What follows belongs to an exercise in optimizing a design on an open flow for small area, a short achievable clock period and few clock cycles per item; a production flow would make more cautious choices.
Power and IR drop assume default switching activity.

== oak ==
## bar_graph_page_renderer_unit
module bar_graph_page_renderer_unit (
  input  wire logic  clk,
  input  wire logic  rst,
  input  wire logic         items_valid,
  output logic              items_ready,
  input  wire logic [1:0]   items_operation,
  input  wire logic [7:0]   items_sample,
  input  wire logic [1:0]   items_row,
  input  wire logic [6:0]   items_column,
  input  wire logic         cfg_valid,
  output logic              cfg_ready,
  input  wire logic [1:0]   cfg_index,
  input  wire logic [7:0]   cfg_data,
  output logic              results_valid,
  input  wire logic         results_ready,
  output logic [7:0]        results_pixel_byte,
  output logic              results_scale_valid
);
  logic [7:0] floor_value;
  logic [7:0] full_scale;
  logic       w_valid;
  logic [1:0] w_op;
  logic [7:0] w_sample;
  logic [1:0] w_row;
  logic [6:0] w_col;
  logic [7:0] n;           
  logic [6:0] a1;          
  logic [6:0] gap;         
  logic [7:0] peak;
  logic       pk_v;
  logic       pk_clr;
  logic       pk_gt;
  logic [7:0] pk_span;
  logic [7:0] s_use;
  logic [8:0] fs_use;
  logic        v2;
  logic [7:0]  sel_hi;
  logic [15:0] sel_lo;
  logic [1:0]  row2;
  logic       ready_q;
  logic [3:0] outstanding;
  logic in_acc;
  assign in_acc      = items_valid && ready_q;
  assign items_ready = ready_q;
  assign cfg_ready   = 1'b1;
  logic ld, clr, rd, ld_do;
  assign ld    = w_valid && w_op == bgpr_pkg::OP_LOAD;
  assign clr   = w_valid && w_op == bgpr_pkg::OP_CLEAR;
  assign rd    = w_valid && w_op == bgpr_pkg::OP_READ;
  assign ld_do = ld && !n[7];
  logic [7:0] n_nxt;
  logic [6:0] gap_nxt;
  assign n_nxt   = clr ? 8'd0 : ld_do ? n + 8'd1 : n;
  assign gap_nxt = ld_do ? 7'd0 : gap - 7'd1;
  logic [5:0] vv;         
  logic       busy;       
  logic       pk_apply;
  assign busy     = v2 || (vv != '0);
  assign pk_apply = pk_v && !busy;
  always_ff @(posedge clk) begin
    if (rst) begin
      w_valid <= 1'b0;
    end else begin
      w_valid <= in_acc;
    end
    w_op     <= items_operation;
    w_sample <= items_sample;
  ...
For scale: about 3300 cells after synthesis, ~1300 flip-flops, roughly 46 I/O pins.
Settings: LEC_CHECK=0, CAP_MARGIN=20, CORE_MARGIN=2, CORE_UTILIZATION=40, CTS_BUF_LIST=sky130_fd_sc_hd__clkbuf_8 sky130_fd_sc_hd__clkbuf_16, CTS_CLUSTER_DIAMETER=60, CTS_CLUSTER_SIZE=20, SETUP_SLACK_MARGIN=2.5, SLEW_MARGIN=20; clock period 5.0 ns.
run.sh (not shown) runs the stock make flow with config.mk's settings and CLKGATE_MAP_FILE= SYNTH_SCRIPT=/design/flow/synth_recipe.tcl, a recipe that flattens the netlist after the stock synthesis.
oak closes out successfully: all stages finished, all timing, DRC and antenna checks passed.
#### Input delta (pine over oak)
--- a/flow/config.mk
+++ b/flow/config.mk
@@ -11,4 +10,0 @@
-export CTS_BUF_LIST = sky130_fd_sc_hd__clkbuf_8 sky130_fd_sc_hd__clkbuf_16
-export CTS_CLUSTER_DIAMETER = 60
-export CTS_CLUSTER_SIZE = 20
-export SETUP_SLACK_MARGIN = 2.5
Findings:
- Relative to oak, the clock buffer count from CTS measured on pine has increased by more than a quarter.
- Summary of the comparison: met3 global-route usage is higher in pine, relative to oak.
- Diff oak -> pine: CTS clock-pin slew for the worst setup and hold paths -0.02 ns; worst setup slack -0.74 ns.
- Final period utilization in pine is 15 points higher than in oak
- Number of clock buffers in the layout, pine vs oak: up by more than half
- Compared to oak, pine has design area about 1.7% higher.
- Sort pine and oak by clock network power share asc -> top: oak
- Relative to oak, the routed via count divided by cell count of pine is lower by 1.2%.
- Routed wire in pine totals less than in oak.
- Top layer reached by signal wires: met5 -> pine, met4 -> oak
- Against oak, pine reports a met1 demand-to-capacity share in global routing that is lower.
## Diff of input files: birch against pine
--- a/flow/config.mk
+++ b/flow/config.mk
@@ -10,0 +11 @@
+export SETUP_SLACK_MARGIN = 2.5
### Flow results
Compared with pine, in birch total of cells resized after clock tree synthesis higher, final worst-path setup slack rose by 0.79 ns.
As far as number of cells on the worst reg-to-reg path goes, birch and pine are indistinguishable; the numbers are identical.
Summary: post-route cell area, birch worse than pine
Looking at launching instance or port of the critical path, the u_queue.count[0]$_SDFFE_PP0P_ result is from pine; the full_scale[3]$_SDFFE_PP1P_ one comes from birch.
Compared with pine, in birch met1 capacity usage during global routing climbed 1.4 points, switching component of the power went up 230 µW.
## Diff of input files: maple against birch
--- a/flow/config.mk
+++ b/flow/config.mk
@@ -10,0 +11,3 @@
+export CTS_BUF_LIST = sky130_fd_sc_hd__clkbuf_16
+export CTS_CLUSTER_DIAMETER = 80
+export CTS_CLUSTER_SIZE = 30
[summary]
- Delta (maple minus birch): per-cell routed wire length rose about 1.4%, sequential logic power stayed essentially flat, fraction of area in clock buffers and inverters down 6.1 points, flip-flop and latch area was more or less identical.
- [compare] base=birch new=maple: global-route usage lost 0.70 points; number of clock buffers in the layout went down 127.
- maple did not stop at any stage, and its layout met the timing, DRC and antenna checks.
- Per the comparison of maple with birch, number of buffers outside the clock class in the layout grew by about 6.5%, wire length of the first global-routing pass shrank by 4200 µm, power shrank by about 18%.
Function was not checked in any run of this note: the RTL went through the layout flow alone.

[re-timing with driven ports]
In the flow no input, the clock included, has a driving cell. The finished layouts below were timed again as built, in two steps. Step 1 (the two cells are an assumption about what drives the block):
set clk [get_ports {clk}]
set_driving_cell -lib_cell sky130_fd_sc_hd__clkbuf_16 $clk
set_driving_cell -lib_cell sky130_fd_sc_hd__buf_2 [delete_from_list [all_inputs] $clk]
Step 2, shift: input delay + t, output delay - t, t = (earliest + latest rising clock arrival at the registers) / 2. This alone moves slack from input paths to output paths. a / b / c = ideal / step 1 / step 2; a / b = the first two.
| run | t (ns) | setup slack, ns | clock arrival spread, ns |
|---|---|---|---|
| oak | 0.736 | 2.475 / 2.475 / 2.040 | 0.047 / 0.048 |
| pine | 0.762 | 1.731 / 1.731 / 1.020 | 0.103 / 0.104 |
| birch | 0.794 | 2.520 / 2.520 / 2.057 | 0.045 / 0.046 |
| maple | 0.734 | 2.478 / 2.478 / 1.966 | 0.056 / 0.056 |
After both steps setup and hold are still met in every run listed. For pine, which loses most, drivers alone change the setup slack by 0.000 ns; drivers and shift together by -0.711 ns.
